This design comes from an exercise in tuning for small area and a short achievable clock period on the open sky130 flow, not from production work. Where RTL was checked, it was by simulation tests only, not by an equivalence proof against the original. No activity file was given, so power comes from the tool's default toggle rates.

Setup of wip/indigo:
// memory_mc_top
module memory_mc_top (
  input  logic         clk,
  input  logic         res,
  input  logic [3:0]   ch_valid,
  output logic [3:0]   ch_ready,
  input  logic [3:0]   ch_wr_rd,
  input  logic [27:0]  ch_addr,
  input  logic [127:0] ch_wdata,
  input  logic [15:0]  ch_wstrb,
  output logic [127:0] ch_rdata,
  output logic [3:0]   ch_rvalid,
  output logic [3:0]   ch_err
);
  memory_mc #(
    .WIDTH     (32),
    .DEPTH     (64),
    .ADDR_WIDTH(7),
    .NUM_CH    (4),
    .RD_LAT    (1)
  ) u_mc (
    .clk      (clk),
    .res      (res),
    .ch_valid (ch_valid),
    .ch_ready (ch_ready),
    .ch_wr_rd (ch_wr_rd),
    .ch_addr  (ch_addr),
    .ch_wdata (ch_wdata),
    .ch_wstrb (ch_wstrb),
    .ch_rdata (ch_rdata),
    .ch_rvalid(ch_rvalid),
    .ch_err   (ch_err)
  );
endmodule
==> flow/config.mk <==
export PLATFORM = sky130hd
export DESIGN_NAME = memory_mc_top
export DESIGN_NICKNAME = memory_mc_top
export VERILOG_FILES = /design/flow/design.v
export SDC_FILE = /design/flow/constraint.sdc
export NUM_CORES = 4
export LEC_CHECK = 0
export CAP_MARGIN = 20
export CORE_MARGIN = 2
export CORE_UTILIZATION = 55
export CTS_CLUSTER_DIAMETER = 70
export CTS_CLUSTER_SIZE = 40
export SETUP_SLACK_MARGIN = 3.0
export SLEW_MARGIN = 20
export SYNTH_HIERARCHICAL = 1
export SYNTH_MINIMUM_KEEP_SIZE = 0
export TNS_END_PERCENT = 0
==> flow/constraint.sdc <==
create_clock -name core_clock -period 5.5 [get_ports {clk}]
set_input_delay 1.1000 -clock core_clock [delete_from_list [all_inputs] [get_ports {clk}]]
set_output_delay 1.1000 -clock core_clock [all_outputs]
set_load 0.01 [all_outputs]
standard.sh (not shown) runs the stock make flow with config.mk's settings and CLKGATE_MAP_FILE= SYNTH_SCRIPT=/design/flow/synth_recipe.tcl, a recipe that flattens the netlist after the stock synthesis.
==> flow/flow/run.sh <==
#!/bin/bash
# Standard ORFS layout, but ports are buffered with a plain buf_1 instead of
# the delay-cell buffer buffer_ports picks by default.
set -euo pipefail
export BUFFER_PORTS_ARGS="-buffer_cell sky130_fd_sc_hd__buf_1"
bash standard.sh finish > orfs_make.log 2>&1
Inputs modified between wip/indigo and wip/onyx:
Settings: CTS_CLUSTER_DIAMETER: 70 -> 60; CTS_CLUSTER_SIZE: 40 -> 30.
Notes after the runs:
wip/onyx did not stop at any stage, and its layout met the timing, design-rule and antenna checks. Number of standard cells in the final layout excluding fillers essentially unchanged between wip/indigo and wip/onyx. The portion of the layout cell area used by non-clock buffers of wip/onyx is lower than that of wip/indigo. wip/onyx ends up with higher utilization than wip/indigo does. u_mc.rdata_q[21] as the end point of the critical path was reported by wip/onyx, and u_mc.rdata_q[44] by wip/indigo. Summary of the comparison: power spent charging and discharging nets is higher in wip/onyx, relative to wip/indigo.
What wip/pepper does differently from wip/onyx at the input level:
Settings: CORE_UTILIZATION changed from 55 to 65.
Results
In summary, wip/pepper completed successfully, with a layout that passed the timing, design-rule and antenna checks. wip/pepper has maximum single-stage delay on the critical path above what wip/onyx had. Cell depth of the worst flop-to-flop path came out lower on wip/pepper than on wip/onyx. Clock-pin slew of the registers on the worst-case setup and hold paths essentially unchanged between wip/onyx and wip/pepper. On wip/pepper: pin count of the biggest net entering global routing is about 34% lower than what wip/onyx gave.


The RTL this note starts from:
==> flow/design.v <==
module memory_mc #(
  parameter int unsigned WIDTH      = 32,
  parameter int unsigned DEPTH      = 64,
  parameter int unsigned ADDR_WIDTH = 7,
  parameter int unsigned NUM_CH     = 4,
  parameter int unsigned RD_LAT     = 1
) (
  input  logic                         clk,
  input  logic                         res,
  input  logic [NUM_CH-1:0]            ch_valid,
  output logic [NUM_CH-1:0]            ch_ready,
  input  logic [NUM_CH-1:0]            ch_wr_rd,
  input  logic [NUM_CH*ADDR_WIDTH-1:0] ch_addr,
  input  logic [NUM_CH*WIDTH-1:0]      ch_wdata,
  input  logic [NUM_CH*WIDTH/8-1:0]    ch_wstrb,
  output logic [NUM_CH*WIDTH-1:0]      ch_rdata,
  output logic [NUM_CH-1:0]            ch_rvalid,
  output logic [NUM_CH-1:0]            ch_err
);
  localparam int unsigned NumBytes = WIDTH / 8;
  localparam int unsigned IdxW     = $clog2(DEPTH);
  localparam int unsigned LoW      = IdxW / 2;
  localparam int unsigned HiW      = IdxW - LoW;
  localparam int unsigned NLo      = 1 << LoW;
  localparam int unsigned NHi      = 1 << HiW;
  logic [NUM_CH-1:0] ptr_q;    
  logic [NUM_CH-1:0] gnt;      
  logic [NUM_CH-1:0] rdy;
  always_comb begin
    for (int i = 0; i < NUM_CH; i++) begin
      logic term, none;
      term = 1'b0;
      none = 1'b1;
      for (int k = 0; k < NUM_CH; k++) begin
        term = term | (ptr_q[(i - k + NUM_CH) % NUM_CH] & none);
        none = none & ~ch_valid[(i - k - 1 + NUM_CH) % NUM_CH];
      end
      gnt[i] = ch_valid[i] & term;
    end
  end
  assign rdy      = gnt & {NUM_CH{res}};
  assign ch_ready = rdy;
  always_ff @(posedge clk or negedge res) begin
    if (!res) begin
      ptr_q <= NUM_CH'(1);
    end else if (|ch_valid) begin
      for (int i = 0; i < NUM_CH; i++) ptr_q[(i + 1) % NUM_CH] <= gnt[i];
    end
  end
  logic [NLo-1:0]      lo_dec [NUM_CH];
  logic [NHi-1:0]      hi_dec [NUM_CH];
  logic [NUM_CH-1:0]   oor;           
  always_comb begin
    for (int i = 0; i < NUM_CH; i++) begin
      logic [ADDR_WIDTH-1:0] a;
      a         = ch_addr[i*ADDR_WIDTH +: ADDR_WIDTH];
      oor[i]    = (32'(a) >= DEPTH);
      lo_dec[i] = NLo'(1) << a[LoW-1:0];
      hi_dec[i] = NHi'(1) << a[IdxW-1:LoW];
    end
  end
  logic [NLo-1:0]      lo_sel;
  logic [NHi-1:0]      hi_rd;
  logic [NHi-1:0]      hi_wr;
  logic [NumBytes-1:0] strb_sel;
  logic [WIDTH-1:0]    wdata_sel;
  always_comb begin
    lo_sel    = '0;
    hi_rd     = '0;
    hi_wr     = '0;
    strb_sel  = '0;
    wdata_sel = '0;
    for (int i = 0; i < NUM_CH; i++) begin
      lo_sel    = lo_sel    | (lo_dec[i] & {NLo{gnt[i]}});
      hi_rd     = hi_rd     | (hi_dec[i] & {NHi{gnt[i]}});
      hi_wr     = hi_wr     | (hi_dec[i] & {NHi{rdy[i] & ch_wr_rd[i] & ~oor[i]}});
      strb_sel  = strb_sel  | (ch_wstrb[i*NumBytes +: NumBytes] & {NumBytes{gnt[i]}});
      wdata_sel = wdata_sel | (ch_wdata[i*WIDTH +: WIDTH] & {WIDTH{gnt[i]}});
    end
  end
  logic [WIDTH-1:0] mem_q [DEPTH];
  always_ff @(posedge clk) begin
    for (int w = 0; w < DEPTH; w++) begin
      for (int b = 0; b < NumBytes; b++) begin
        if (hi_wr[w / NLo] && lo_sel[w % NLo] && strb_sel[b]) begin
          mem_q[w][8*b +: 8] <= wdata_sel[8*b +: 8];
        end
      end
    end
  end
  logic [WIDTH-1:0] rd_word;
  logic [WIDTH-1:0] rd_grp [NHi];
  always_comb begin
    rd_word = '0;
    for (int h = 0; h < NHi; h++) begin
      rd_grp[h] = '0;
      for (int l = 0; l < NLo; l++) begin
        rd_grp[h] = rd_grp[h] | (mem_q[h*NLo + l] & {WIDTH{lo_sel[l]}});
      end
      rd_word = rd_word | (rd_grp[h] & {WIDTH{hi_rd[h]}});
    end
  end
  logic [NUM_CH-1:0]       rvalid_q, err_q;
  logic [NUM_CH*WIDTH-1:0] rdata_q;
  always_ff @(posedge clk or negedge res) begin
    if (!res) begin
      rvalid_q <= '0;
      err_q    <= '0;
      rdata_q  <= '0;
    end else begin
      for (int i = 0; i < NUM_CH; i++) begin
        rvalid_q[i] <= gnt[i] & ~ch_wr_rd[i];
        err_q[i]    <= gnt[i] & oor[i];
        if (gnt[i] && !ch_wr_rd[i]) begin
          rdata_q[i*WIDTH +: WIDTH] <= oor[i] ? '0 : rd_word;
        end
      end
    end
  end
  assign ch_rvalid = rvalid_q;
  assign ch_err    = err_q;
  assign ch_rdata  = rdata_q;
endmodule
module memory_mc_top (
  input  logic         clk,
  input  logic         res,
  input  logic [3:0]   ch_valid,
  output logic [3:0]   ch_ready,
  input  logic [3:0]   ch_wr_rd,
  input  logic [27:0]  ch_addr,
  input  logic [127:0] ch_wdata,
  input  logic [15:0]  ch_wstrb,
  output logic [127:0] ch_rdata,
  output logic [3:0]   ch_rvalid,
  output logic [3:0]   ch_err
);
  memory_mc #(
    .WIDTH     (32),
    .DEPTH     (64),
    .ADDR_WIDTH(7),
    .NUM_CH    (4),
    .RD_LAT    (1)
  ) u_mc (
    .clk      (clk),
    .res      (res),
    .ch_valid (ch_valid),
    .ch_ready (ch_ready),
    .ch_wr_rd (ch_wr_rd),
    .ch_addr  (ch_addr),
    .ch_wdata (ch_wdata),
    .ch_wstrb (ch_wstrb),
    .ch_rdata (ch_rdata),
    .ch_rvalid(ch_rvalid),
    .ch_err   (ch_err)
  );
endmodule
Settings: LEC_CHECK=0, CAP_MARGIN=20, CORE_MARGIN=2, CORE_UTILIZATION=40, SETUP_SLACK_MARGIN=3.0, SLEW_MARGIN=20, TNS_END_PERCENT=0; clock period 5.5 ns.
==> flow/flow/run.sh <==
#!/bin/bash
# Standard ORFS layout, but ports are buffered with a plain buf_2 instead of
# the delay-cell buffer buffer_ports picks by default.
set -euo pipefail
export BUFFER_PORTS_ARGS="-buffer_cell sky130_fd_sc_hd__buf_2"
bash standard.sh finish > orfs_make.log 2>&1
The starting point went through all stages and came out clean.
Then changed:
Settings changed: CORE_UTILIZATION 40 to 60, CTS_BUF_LIST set to sky130_fd_sc_hd__clkbuf_4 sky130_fd_sc_hd__clkbuf_8, CTS_CLUSTER_SIZE set to 24.
Combinational power is lower by about 1%.
Routed wire length fell by 0.57%.
Final area drops by 0.99%.
Clock power hardly moves.
Hold slack is worse by 0.067 ns.
Final cell count came out lower by 8.0%.
Non-clock buffer count goes up by 13.
Fmax shrinks by 1.2%.
Global-route usage is higher by 12 points.
No functional check of the RTL was part of any run of this note.


oak:
Another version of the RTL of memory_mc_top (not shown whole).
Size in the first run: ~5100 cells after synthesis, about 320 I/O pins, ~84000 um^2 of cells after synthesis.
## memory_mc_top
module memory_mc_top (
  input  logic         clk,
  input  logic         res,
  input  logic [3:0]   ch_valid,
  output logic [3:0]   ch_ready,
  input  logic [3:0]   ch_wr_rd,
  input  logic [27:0]  ch_addr,
  input  logic [127:0] ch_wdata,
  input  logic [15:0]  ch_wstrb,
  output logic [127:0] ch_rdata,
  output logic [3:0]   ch_rvalid,
  output logic [3:0]   ch_err
);
  memory_mc #(
    .WIDTH     (32),
    .DEPTH     (64),
    .ADDR_WIDTH(7),
    .NUM_CH    (4),
    .RD_LAT    (1)
  ) u_mc (
    .clk      (clk),
    .res      (res),
    .ch_valid (ch_valid),
    .ch_ready (ch_ready),
    .ch_wr_rd (ch_wr_rd),
    .ch_addr  (ch_addr),
    .ch_wdata (ch_wdata),
    .ch_wstrb (ch_wstrb),
    .ch_rdata (ch_rdata),
    .ch_rvalid(ch_rvalid),
    .ch_err   (ch_err)
  );
endmodule
clock: 5.5 ns
lec_check: 0
cap_margin: 10
core_margin: 2
core_utilization: 55
cts_cluster_diameter: 64
cts_cluster_size: 34
setup_slack_margin: 3.0
slew_margin: 10
synth_hierarchical: 1
synth_minimum_keep_size: 0
tns_end_percent: 0
==> flow/flow/run.sh <==
#!/bin/bash
# Standard ORFS layout, but ports are buffered with a plain buf_1 instead of
# the delay-cell buffer buffer_ports picks by default.
set -euo pipefail
export BUFFER_PORTS_ARGS="-buffer_cell sky130_fd_sc_hd__buf_1"
bash standard.sh finish > orfs_make.log 2>&1
oak completed; timing, DRC and antenna clean
### oak -> pine
# oak
export LEC_CHECK = 0
export CAP_MARGIN = 10
export CORE_MARGIN = 2
export CORE_UTILIZATION = 55
export CTS_CLUSTER_DIAMETER = 64
export CTS_CLUSTER_SIZE = 34
export SETUP_SLACK_MARGIN = 3.0
export SLEW_MARGIN = 10
export SYNTH_HIERARCHICAL = 1
export SYNTH_MINIMUM_KEEP_SIZE = 0
export TNS_END_PERCENT = 0
create_clock -name core_clock -period 5.5 [get_ports {clk}]
# pine
export LEC_CHECK = 0
export CAP_MARGIN = 20
export CORE_MARGIN = 2
export CORE_UTILIZATION = 55
export CTS_CLUSTER_DIAMETER = 60
export CTS_CLUSTER_SIZE = 30
export PLACE_DENSITY = 0.8
export SETUP_SLACK_MARGIN = 3.0
export SLEW_MARGIN = 20
export SYNTH_HIERARCHICAL = 1
export SYNTH_MINIMUM_KEEP_SIZE = 0
export TNS_END_PERCENT = 0
create_clock -name core_clock -period 5.5 [get_ports {clk}]
## What came out
From oak to pine the numbers moved as follows: vias after detailed routing increased 1742, post-route minimum period has increased, internal portion of total power decreased by about 4.5% relative to the old numbers, normalized max-slew margin fell 10 points. The run showing the smaller relative area change from synthesis to final layout is pine. Between oak and pine, the difference in proportion of power drawn by combinational gates is negligible. Compared with oak, placement density in the core of pine is lower. On final area: between oak and pine, it ends up higher for oak. Lower overall power among oak and pine: pine. u_mc.rdata_q[66]$_DFF_PN0_ as the end point of the critical path was reported by oak, and u_mc.rdata_q[28]$_DFF_PN0_ by pine. Of oak and pine, oak shows the higher total power per unit cell area, with pine below it. Between pine and oak, the instance area after placement figures differ only marginally.


job 8805:
Another version of the RTL of memory_mc_top (not shown whole).
For scale: ~5000 cells after synthesis, about 0.084 mm2 of cells after synthesis.
==> flow/config.mk <==
export PLATFORM = sky130hd
export DESIGN_NAME = memory_mc_top
export DESIGN_NICKNAME = memory_mc_top
export VERILOG_FILES = /design/flow/design.v
export SDC_FILE = /design/flow/constraint.sdc
export NUM_CORES = 4
export LEC_CHECK = 0
export CAP_MARGIN = 20
export CORE_MARGIN = 2
export CORE_UTILIZATION = 65
export CTS_CLUSTER_DIAMETER = 60
export CTS_CLUSTER_SIZE = 30
export PLACE_DENSITY = 0.85
export SETUP_SLACK_MARGIN = 3.0
export SLEW_MARGIN = 20
export SYNTH_HIERARCHICAL = 1
export SYNTH_MINIMUM_KEEP_SIZE = 0
export TNS_END_PERCENT = 0
==> flow/constraint.sdc <==
create_clock -name core_clock -period 5.5 [get_ports {clk}]
set_input_delay 1.1000 -clock core_clock [delete_from_list [all_inputs] [get_ports {clk}]]
set_output_delay 1.1000 -clock core_clock [all_outputs]
set_load 0.01 [all_outputs]
Scripts as last shown in full above: flow/flow/run.sh
The following lists how job 7990 was set up differently from job 8805:
- CORE_UTILIZATION now 55, was 65
- PLACE_DENSITY now 0.8, was 0.85
[summary]
NOTE wire length of the first global-routing pass job 8805->job 7990 decreased by a few percent
Going from job 8805 to job 7990, the number of violations reported at the end of detailed-routing iteration 0 was found to have gone down by 3667.
On job 7990: relative contribution of the clock network to total power is 1.8 points lower than what job 8805 gave.
Job 7990 vs job 8805 — instance area at placement rose 660 um2.
Job 7990 gives less overall power of the completed layout than job 8805 did.
On reg2reg setup slack, the higher figure sits with job 7990, not job 8805.
Higher combinational power among job 7990 and job 8805: job 7990
Non-clock buffer count grows by more than 10% when moving from job 8805 to job 7990.
Share of total power in combinational logic is higher on job 7990
[compare] base=job 8805 new=job 7990: total die area climbed about 18%, final core area utilization went down.
Changes in job 2706 relative to job 7990:
- swapping 0 for 2 in TNS_END_PERCENT
[summary]
Finished, but not clean: job 2706, with antenna violations.
Across both runs, area share of buffers outside the clock network was higher for job 2706 than for job 7990.
Worst slew slack as a fraction of its limit | job 2706 below job 7990
Sort job 2706 and job 7990 by count of nets after finishing asc -> top: job 7990
The run showing the greater worst setup slack is job 7990.
Job 2706 against job 7990: placeable core area held; final critical-path share of the clock period increased by 6.8 points relative to the old numbers.
Comparing job 2706 and job 7990, final cell count is lower on job 7990.
When the final numbers for job 2706 and job 7990 were put side by side, the via count of the first global-routing pass turned out to be greater in job 2706.
Taking job 7990 as the reference, in job 2706 clock group share of total power moved up; number of ordinary and repair buffers in the finished layout moved up; sequential share of cell area fell 2.3 points.

separate check: timing with driven ports:
Ports are ideal in the flow. The routed layouts listed here were re-timed in OpenROAD. Step 1 (the two cells are an assumption about what drives the block):
set clk [get_ports {clk}]
set_driving_cell -lib_cell sky130_fd_sc_hd__clkbuf_16 $clk
set_driving_cell -lib_cell sky130_fd_sc_hd__buf_2 [delete_from_list [all_inputs] $clk]
Step 2, shift: input delay + t, output delay - t, t = (earliest + latest rising clock arrival at the registers) / 2. This alone moves slack from input paths to output paths. Three values: ideal ports, drivers, drivers and shift; two values: the first two.
| run | shift t [ns] | setup slack, ns | hold slack, ns | worst register clock-pin slew, ns |
|---|---|---|---|---|
| wip/indigo | 0.881 | 2.179 / 2.181 / 1.344 | 0.287 / 0.221 / 0.518 | 0.12 / 0.12 |
| wip/onyx | 0.873 | 2.179 / 2.179 / 1.366 | 0.275 / 0.219 / 0.520 | 0.10 / 0.10 |
| wip/pepper | 0.872 | 2.206 / 2.231 / 1.396 | 0.280 / 0.224 / 0.516 | 0.10 / 0.10 |
| the first run of note 2 | 0.936 | 1.888 / 1.627 / 0.769 | 0.144 / 0.093 / 0.478 | 0.07 / 0.07 |
| the second run of note 2 | 1.089 | 1.846 / 1.722 / 0.633 | 0.077 / 0.034 / 0.476 | 0.07 / 0.07 |
| oak | 0.892 | 2.366 / 2.366 / 1.546 | 0.156 / 0.130 / 0.530 | 0.10 / 0.10 |
| pine | 0.881 | 2.331 / 2.331 / 1.511 | 0.191 / 0.144 / 0.520 | 0.11 / 0.11 |
| job 8805 | 0.873 | 2.047 / 1.983 / 1.110 | 0.147 / 0.132 / 0.600 | 0.12 / 0.12 |
| job 7990 | 0.841 | 2.423 / 2.273 / 1.432 | 0.162 / 0.132 / 0.626 | 0.11 / 0.11 |
| job 2706 | 0.882 | 2.049 / 1.966 / 1.084 | 0.161 / 0.122 / 0.642 | 0.12 / 0.12 |
The setup slack of the second run of note 2, which loses most, moves by -0.124 ns with the drivers and by -1.213 ns with both steps.
